This is an optimization exercise on Yosys and OpenROAD, whose aim is small area, a short achievable clock period and few clock cycles per item, not a production implementation.
Where RTL was checked, it was by simulation tests only, not by an equivalence proof against the original.
Power is estimated from default activity; no workload was simulated.

Setup of the previous run:
==> module maxpool_window, before the edit <==
module maxpool_window (
  input  logic                ap_clk,
  input  logic                areset,
  input  logic                job_start,
  input  maxpool_pkg::count_t job_windows,
  input  logic                in_tvalid,
  output logic                in_tready,
  input  maxpool_pkg::elem_t  in_tdata,
  output logic                pool_tvalid,
  input  logic                pool_tready,    
  input  logic                pool_room_nxt,  
  output maxpool_pkg::elem_t  pool_tdata,
  output logic                job_done
);
  logic [17:0]        rem;         
  logic [17:0]        rem_nxt;
  logic               in_hs;
  logic               first;       
  logic               last_win;    
  logic               last_job;    
  logic               full_nxt;
  logic               hold_nxt;
  logic               more_nxt;    
  logic               first_nxt;   
  maxpool_pkg::elem_t last;        
  maxpool_pkg::elem_t prev;        
  logic               sel;         
  logic               last_first;  
  logic               last_gt_l;   
  logic               last_gt_p;   
  logic               sel_old;     
  logic               gt_last;     
  logic               gt_prev;     
  maxpool_gt u_gt_last (.a(in_tdata), .b(last), .gt(gt_last));
  maxpool_gt u_gt_prev (.a(in_tdata), .b(prev), .gt(gt_prev));
  assign in_hs    = in_tvalid && in_tready;
  assign first    = (rem[1:0] == 2'd0);
  assign last_win = (rem[1:0] == 2'd1);
  assign last_job = (rem == 18'd1);
  assign job_done = (in_hs && last_job) || (job_start && job_windows == '0);
  assign sel        = last_first || (sel_old ? last_gt_l : last_gt_p);
  assign pool_tdata = sel ? last : prev;
  always_comb begin
    rem_nxt = rem;
    if (job_start) rem_nxt = {job_windows, 2'b00};
    else if (in_hs) rem_nxt = rem - 18'd1;
  end
  assign more_nxt  = job_start ? (job_windows != '0) : in_hs ? !last_job : (rem != '0);
  assign first_nxt = job_start || (in_hs ? last_win : first);
  assign full_nxt = (in_hs && last_win) || (pool_tvalid && !pool_tready);
  assign hold_nxt = full_nxt && !pool_room_nxt;
  always_ff @(posedge ap_clk) begin
    if (areset) begin
      rem         <= '0;
      pool_tvalid <= 1'b0;
      in_tready   <= 1'b0;
    end else begin
      rem         <= rem_nxt;
      pool_tvalid <= full_nxt;
      in_tready   <= more_nxt && !(first_nxt && hold_nxt);
    end
  end
  always_ff @(posedge ap_clk) begin
    if (in_hs) begin
      last       <= in_tdata;
      prev       <= sel ? last : prev;
      sel_old    <= sel;
      last_first <= first;
      last_gt_l  <= gt_last;
      last_gt_p  <= gt_prev;
    end
  end
endmodule
Settings: LEC_CHECK=0, CAP_MARGIN=20, CORE_MARGIN=2, CORE_UTILIZATION=40, CTS_CLUSTER_DIAMETER=100, CTS_CLUSTER_SIZE=28, SETUP_SLACK_MARGIN=1.8, SLEW_MARGIN=20; clock period 3.8 ns.
standard.sh (not shown) runs the stock make flow with config.mk's settings and CLKGATE_MAP_FILE= SYNTH_SCRIPT=/design/flow/synth_recipe.tcl, a recipe that flattens the netlist after the stock synthesis.
==> flow/flow/run.sh <==
#!/bin/bash
# The standard layout, with the port buffers made from buf_4 cells instead of
# the default delay buffers. Make's full output goes to standard_flow.log.
set -euo pipefail
export BUFFER_PORTS_ARGS="-buffer_cell sky130_fd_sc_hd__buf_4"
bash standard.sh > standard_flow.log 2>&1
Testbench counts of the previous run, summed over its fixed seeds: cycles 8,364, items 2,035.
Modified inputs, the current run compared to the previous run
-- flow/design.v --
<<< the previous run, line 148
  maxpool_pkg::elem_t prev;        
  logic               sel;         
  logic               last_first;  
  logic               last_gt_l;   
  logic               last_gt_p;   
  logic               sel_old;     
  logic               gt_last;     
  logic               gt_prev;     
>>> the current run, line 148
  maxpool_pkg::elem_t prev;        
  logic               sel;         
  logic               gt_last;     
  logic               gt_prev;     
<<< the previous run, line 161
  assign last_job = (rem == 18'd1);
  assign job_done = (in_hs && last_job) || (job_start && job_windows == '0);
  assign sel        = last_first || (sel_old ? last_gt_l : last_gt_p);
  assign pool_tdata = sel ? last : prev;
  always_comb begin
>>> the current run, line 157
  assign last_job = (rem == 18'd1);
  assign job_done = (in_hs && last_job) || (job_start && job_windows == '0);
  assign pool_tdata = sel ? last : prev;
  always_comb begin
<<< the previous run, line 185
  always_ff @(posedge ap_clk) begin
    if (in_hs) begin
      last       <= in_tdata;
      prev       <= sel ? last : prev;
      sel_old    <= sel;
      last_first <= first;
      last_gt_l  <= gt_last;
      last_gt_p  <= gt_prev;
    end
  end
>>> the current run, line 180
  always_ff @(posedge ap_clk) begin
    if (in_hs) begin
      last <= in_tdata;
      prev <= sel ? last : prev;
      sel  <= first || (sel ? gt_last : gt_prev);
    end
  end
[summary]
Across both runs, post-synthesis instance area was lower for the current run than for the previous run.
On sequential share of layout area, the current run and the previous run are neck and neck.
Minimum clock period after layout on the current run is up relative to the previous run.
On data required time at the worst endpoint: between the current run and the previous run, it ends up higher for the previous run.
The current run against the previous run: static leakage fell about 0.43%; area growth from synthesis to layout fell 0.24 points; internal power contribution fell 4.3%; die area fell 0.42%.
Data arrival at the endpoint of the critical path: the current run < the previous run
Global-route usage across the current run and the previous run: no real change.
Going from the previous run to the current run, count of cell types in the netlist grows by 5.
Of the current run and the previous run, it is the current run that has the lower number of sequential storage elements.
On detailed route wirelength on metal2: between the current run and the previous run, it ends up higher for the previous run.
Testbench counts of the current run, summed over its fixed seeds: cycles 8,364, items 2,035.


## JK
krnl_maxpool, a different RTL version from the one above (not shown whole).
For scale: ~1200 cells after synthesis, about 620 flip-flops, roughly 170 I/O pins, roughly 17000 µm² of cells after synthesis.
==> module maxpool_control_s_axi, before the edit <==
module maxpool_control_s_axi (
  input  logic                    ap_clk,
  input  logic                    areset,
  input  logic                    awvalid,
  output logic                    awready,
  input  maxpool_pkg::axil_addr_t awaddr,
  input  logic                    wvalid,
  output logic                    wready,
  input  maxpool_pkg::axil_data_t wdata,
  input  logic [3:0]              wstrb,
  output logic                    bvalid,
  input  logic                    bready,
  output logic [1:0]              bresp,
  input  logic                    arvalid,
  output logic                    arready,
  input  maxpool_pkg::axil_addr_t araddr,
  output logic                    rvalid,
  input  logic                    rready,
  output maxpool_pkg::axil_data_t rdata,
  output logic [1:0]              rresp,
  input  logic                    job_done,     
  output logic                    job_start,    
  output maxpool_pkg::count_t     job_windows,
  output logic                    interrupt
);
  logic       wr_idle;      
  logic       rd_idle;      
  logic       wr_hs;        
  logic       ar_hs;
  logic       busy;         
  logic       done;         
  logic       ier;
  logic       ier_nxt;
  logic       done_nxt;
  logic [15:0] rd_data;     
  assign awready = wr_idle;
  assign wready  = wr_idle;
  assign bresp   = 2'b00;
  assign wr_hs   = wr_idle && awvalid && wvalid;
  always_ff @(posedge ap_clk) begin
    if (areset) begin
      wr_idle <= 1'b1;
      bvalid  <= 1'b0;
    end else if (wr_hs) begin
      wr_idle <= 1'b0;
      bvalid  <= 1'b1;
    end else if (bvalid && bready) begin
      wr_idle <= 1'b1;
      bvalid  <= 1'b0;
    end
  end
  always_ff @(posedge ap_clk) begin
    if (areset) begin
      job_windows <= '0;
    end else if (wr_hs && awaddr == maxpool_pkg::ADDR_WINDOWS) begin
      if (wstrb[0]) job_windows[7:0]  <= wdata[7:0];
      if (wstrb[1]) job_windows[15:8] <= wdata[15:8];
    end
  end
  assign ier_nxt  = (wr_hs && awaddr == maxpool_pkg::ADDR_IER && wstrb[0]) ? wdata[0] : ier;
  assign done_nxt = job_done || (done && !(ar_hs && araddr == maxpool_pkg::ADDR_CTRL));
  always_ff @(posedge ap_clk) begin
    if (areset) begin
      ier       <= 1'b0;
      done      <= 1'b0;
      busy      <= 1'b0;
      job_start <= 1'b0;
      interrupt <= 1'b0;
    end else begin
      ier       <= ier_nxt;
      done      <= done_nxt;
      interrupt <= ier_nxt && done_nxt;
      job_start <= wr_hs && awaddr == maxpool_pkg::ADDR_CTRL && wstrb[0] &&
                   wdata[maxpool_pkg::CTRL_START_BIT] && !busy;
      if (job_done) busy <= 1'b0;
      else if (job_start) busy <= 1'b1;
    end
  end
  assign arready = rd_idle;
  assign rresp   = 2'b00;
  assign ar_hs   = rd_idle && arvalid;
  always_ff @(posedge ap_clk) begin
    if (areset) begin
      rd_idle <= 1'b1;
      rvalid  <= 1'b0;
    end else if (ar_hs) begin
      rd_idle <= 1'b0;
      rvalid  <= 1'b1;
    end else if (rvalid && rready) begin
      rd_idle <= 1'b1;
      rvalid  <= 1'b0;
    end
  end
  always_ff @(posedge ap_clk) begin
    if (ar_hs) begin
      case (araddr)
        maxpool_pkg::ADDR_CTRL:    rd_data <= {13'b0, !busy && !job_start, done, busy || job_start};
        maxpool_pkg::ADDR_IER:     rd_data <= {15'b0, ier};
        maxpool_pkg::ADDR_WINDOWS: rd_data <= job_windows;
        default:                   rd_data <= '0;
      endcase
    end
  end
  assign rdata = {16'b0, rd_data};
endmodule
==> module maxpool_window, before the edit <==
module maxpool_window (
  input  logic                ap_clk,
  input  logic                areset,
  input  logic                job_start,
  input  maxpool_pkg::count_t job_windows,
  input  logic                in_tvalid,
  output logic                in_tready,
  input  maxpool_pkg::elem_t  in_tdata,
  output logic                pool_tvalid,
  input  logic                pool_tready,    
  input  logic                pool_room_nxt,  
  output maxpool_pkg::elem_t  pool_tdata,
  output logic                job_done
);
  logic [17:0]        rem;         
  logic [17:0]        rem_nxt;
  logic               in_hs;
  logic               first;       
  logic               last_win;    
  logic               last_job;    
  logic               more_nxt;    
  logic               first_nxt;   
  logic               done_win;    
  logic               fold;        
  logic               wr_en;       
  logic               res_nxt;
  logic               done_nxt;
  maxpool_pkg::elem_t last;        
  maxpool_pkg::elem_t prev;        
  logic               sel;         
  logic               gt_last;     
  logic               gt_prev;     
  maxpool_gt u_gt_last (.a(in_tdata), .b(last), .gt(gt_last));
  maxpool_gt u_gt_prev (.a(in_tdata), .b(prev), .gt(gt_prev));
  assign in_hs    = in_tvalid && in_tready;
  assign first    = (rem[1:0] == 2'd0);
  assign last_win = (rem[1:0] == 2'd1);
  assign last_job = (rem == 18'd1);
  assign job_done = (in_hs && last_job) || (job_start && job_windows == '0);
  assign pool_tdata = prev;
  assign wr_en      = pool_tvalid && pool_tready;
  assign fold       = done_win && (!pool_tvalid || pool_tready);
  assign res_nxt    = fold || (pool_tvalid && !pool_tready);
  assign done_nxt   = (in_hs && last_win) || (done_win && !fold);
  always_comb begin
    rem_nxt = rem;
    if (job_start) rem_nxt = {job_windows, 2'b00};
    else if (in_hs) rem_nxt = rem - 18'd1;
  end
  assign more_nxt  = job_start ? (job_windows != '0) : in_hs ? !last_job : (rem != '0);
  assign first_nxt = job_start || (in_hs ? last_win : first);
  always_ff @(posedge ap_clk) begin
    if (areset) begin
      rem         <= '0;
      done_win    <= 1'b0;
      pool_tvalid <= 1'b0;
      in_tready   <= 1'b0;
    end else begin
      rem         <= rem_nxt;
      done_win    <= done_nxt;
      pool_tvalid <= res_nxt;
      in_tready   <= more_nxt && !(res_nxt && !pool_room_nxt && (done_nxt || !first_nxt));
    end
  end
  always_ff @(posedge ap_clk) begin
    if (in_hs) last <= in_tdata;
    if (sel && (fold || (in_hs && !first))) prev <= last;
    if (in_hs) sel <= first || (sel ? gt_last : gt_prev);
  end
endmodule
Settings: LEC_CHECK=0, CAP_MARGIN=20, CORE_MARGIN=2, CORE_UTILIZATION=40, CTS_CLUSTER_DIAMETER=100, CTS_CLUSTER_SIZE=28, SETUP_SLACK_MARGIN=1.8, SLEW_MARGIN=20; clock period 3.8 ns.
Scripts as last shown in full above: flow/flow/run.sh
JK reached the final stage; the timing, DRC and antenna checks on its layout passed.
Here is what was changed in the inputs of MS compared with JK.
--- a/flow/design.v
+++ b/flow/design.v
@@ -47,9 +47,10 @@
   logic       done;         
   logic       ier;
   logic       ier_nxt;
   logic       done_nxt;
-  logic [15:0] rd_data;     
+  logic [2:0] rd_lo;        
+  logic       rd_win;       
   assign awready = wr_idle;
   assign wready  = wr_idle;
   assign bresp   = 2'b00;
   assign wr_hs   = wr_idle && awvalid && wvalid;
@@ -108,17 +109,18 @@
     end
   end
   always_ff @(posedge ap_clk) begin
     if (ar_hs) begin
+      rd_win <= (araddr == maxpool_pkg::ADDR_WINDOWS);
       case (araddr)
-        maxpool_pkg::ADDR_CTRL:    rd_data <= {13'b0, !busy && !job_start, done, busy || job_start};
-        maxpool_pkg::ADDR_IER:     rd_data <= {15'b0, ier};
-        maxpool_pkg::ADDR_WINDOWS: rd_data <= job_windows;
-        default:                   rd_data <= '0;
+        maxpool_pkg::ADDR_CTRL:    rd_lo <= {!busy && !job_start, done, busy || job_start};
+        maxpool_pkg::ADDR_IER:     rd_lo <= {2'b00, ier};
+        maxpool_pkg::ADDR_WINDOWS: rd_lo <= job_windows[2:0];
+        default:                   rd_lo <= 3'b000;
       endcase
     end
   end
-  assign rdata = {16'b0, rd_data};
+  assign rdata = {16'b0, job_windows[15:3] & {13{rd_win}}, rd_lo};
 endmodule
 `timescale 1ns/1ps
 module maxpool_window (
   input  logic                ap_clk,
@@ -139,15 +141,12 @@
   logic               in_hs;
   logic               first;       
   logic               last_win;    
   logic               last_job;    
+  logic               full_nxt;
+  logic               hold_nxt;
   logic               more_nxt;    
   logic               first_nxt;   
-  logic               done_win;    
-  logic               fold;        
-  logic               wr_en;       
-  logic               res_nxt;
-  logic               done_nxt;
   maxpool_pkg::elem_t last;        
   maxpool_pkg::elem_t prev;        
   logic               sel;         
   logic               gt_last;     
@@ -158,37 +157,35 @@
   assign first    = (rem[1:0] == 2'd0);
   assign last_win = (rem[1:0] == 2'd1);
   assign last_job = (rem == 18'd1);
   assign job_done = (in_hs && last_job) || (job_start && job_windows == '0);
-  assign pool_tdata = prev;
-  assign wr_en      = pool_tvalid && pool_tready;
-  assign fold       = done_win && (!pool_tvalid || pool_tready);
-  assign res_nxt    = fold || (pool_tvalid && !pool_tready);
-  assign done_nxt   = (in_hs && last_win) || (done_win && !fold);
+  assign pool_tdata = sel ? last : prev;
   always_comb begin
     rem_nxt = rem;
     if (job_start) rem_nxt = {job_windows, 2'b00};
     else if (in_hs) rem_nxt = rem - 18'd1;
   end
   assign more_nxt  = job_start ? (job_windows != '0) : in_hs ? !last_job : (rem != '0);
   assign first_nxt = job_start || (in_hs ? last_win : first);
+  assign full_nxt = (in_hs && last_win) || (pool_tvalid && !pool_tready);
+  assign hold_nxt = full_nxt && !pool_room_nxt;
   always_ff @(posedge ap_clk) begin
     if (areset) begin
       rem         <= '0;
-      done_win    <= 1'b0;
       pool_tvalid <= 1'b0;
       in_tready   <= 1'b0;
     end else begin
       rem         <= rem_nxt;
-      done_win    <= done_nxt;
-      pool_tvalid <= res_nxt;
-      in_tready   <= more_nxt && !(res_nxt && !pool_room_nxt && (done_nxt || !first_nxt));
+      pool_tvalid <= full_nxt;
+      in_tready   <= more_nxt && !(first_nxt && hold_nxt);
     end
   end
   always_ff @(posedge ap_clk) begin
-    if (in_hs) last <= in_tdata;
-    if (sel && (fold || (in_hs && !first))) prev <= last;
-    if (in_hs) sel <= first || (sel ? gt_last : gt_prev);
+    if (in_hs) begin
+      last <= in_tdata;
+      prev <= sel ? last : prev;
+      sel  <= first || (sel ? gt_last : gt_prev);
+    end
   end
 endmodule
 module maxpool_gt (
   input  maxpool_pkg::elem_t a,
[summary]
Diff JK -> MS | areal power density over the cells | increase of 0.71%
The maximum clock frequency of MS is lower than that of JK.
The synthesized netlist cell count on JK is in line with that on MS.
Looking at combinational group share of total power, MS sits 2.8 points above JK.
Between JK and MS, the combinational power is lower for JK.
Latest clock arrival within the worst-skew pair of JK is on par with MS.
Diff JK -> MS: per-cell routed wire length now sits lower; number of inverters outside the clock class in the layout now sits higher; count of fill cells added during filler insertion down 112; minimum clock period after layout went up.
Worst hold slack: MS better than JK
JK reports its startpoint of the worst setup timing path as u_window.rem[5] while MS reports u_control.rd_win.
No run of this note included a check of the RTL's function; only the layout flow was run.

## re-timing with driven ports
How much do the figures lean on ideal ports? The routed layouts below were timed once more, with nothing changed but the port constraints.
Step 1, drivers: a clkbuf_16 drives ap_clk and a buf_2 each remaining input, both assumed.
Step 2 times the ports against the registers' clock, not the clock port: input delays grow and output delays shrink by t, the midpoint of the rising clock arrivals with the driver on.
Three values: no drivers, after step 1, after step 2; two values: the first two.
run | t (ns) | setup WS [ns] | worst slew at a driven data input, ns
the previous run | 0.628 | 1.871 / 1.826 / 1.448 | 0.11
the current run | 0.629 | 1.779 / 1.779 / 1.229 | 0.09
JK | 0.625 | 1.718 / 1.718 / 1.331 | 0.07
MS | 0.625 | 1.614 / 1.564 / 1.166 | 0.11
After both steps setup and hold are still met in every run listed. For the current run, which loses most, drivers alone change the setup slack by 0.000 ns; drivers and shift together by -0.550 ns.
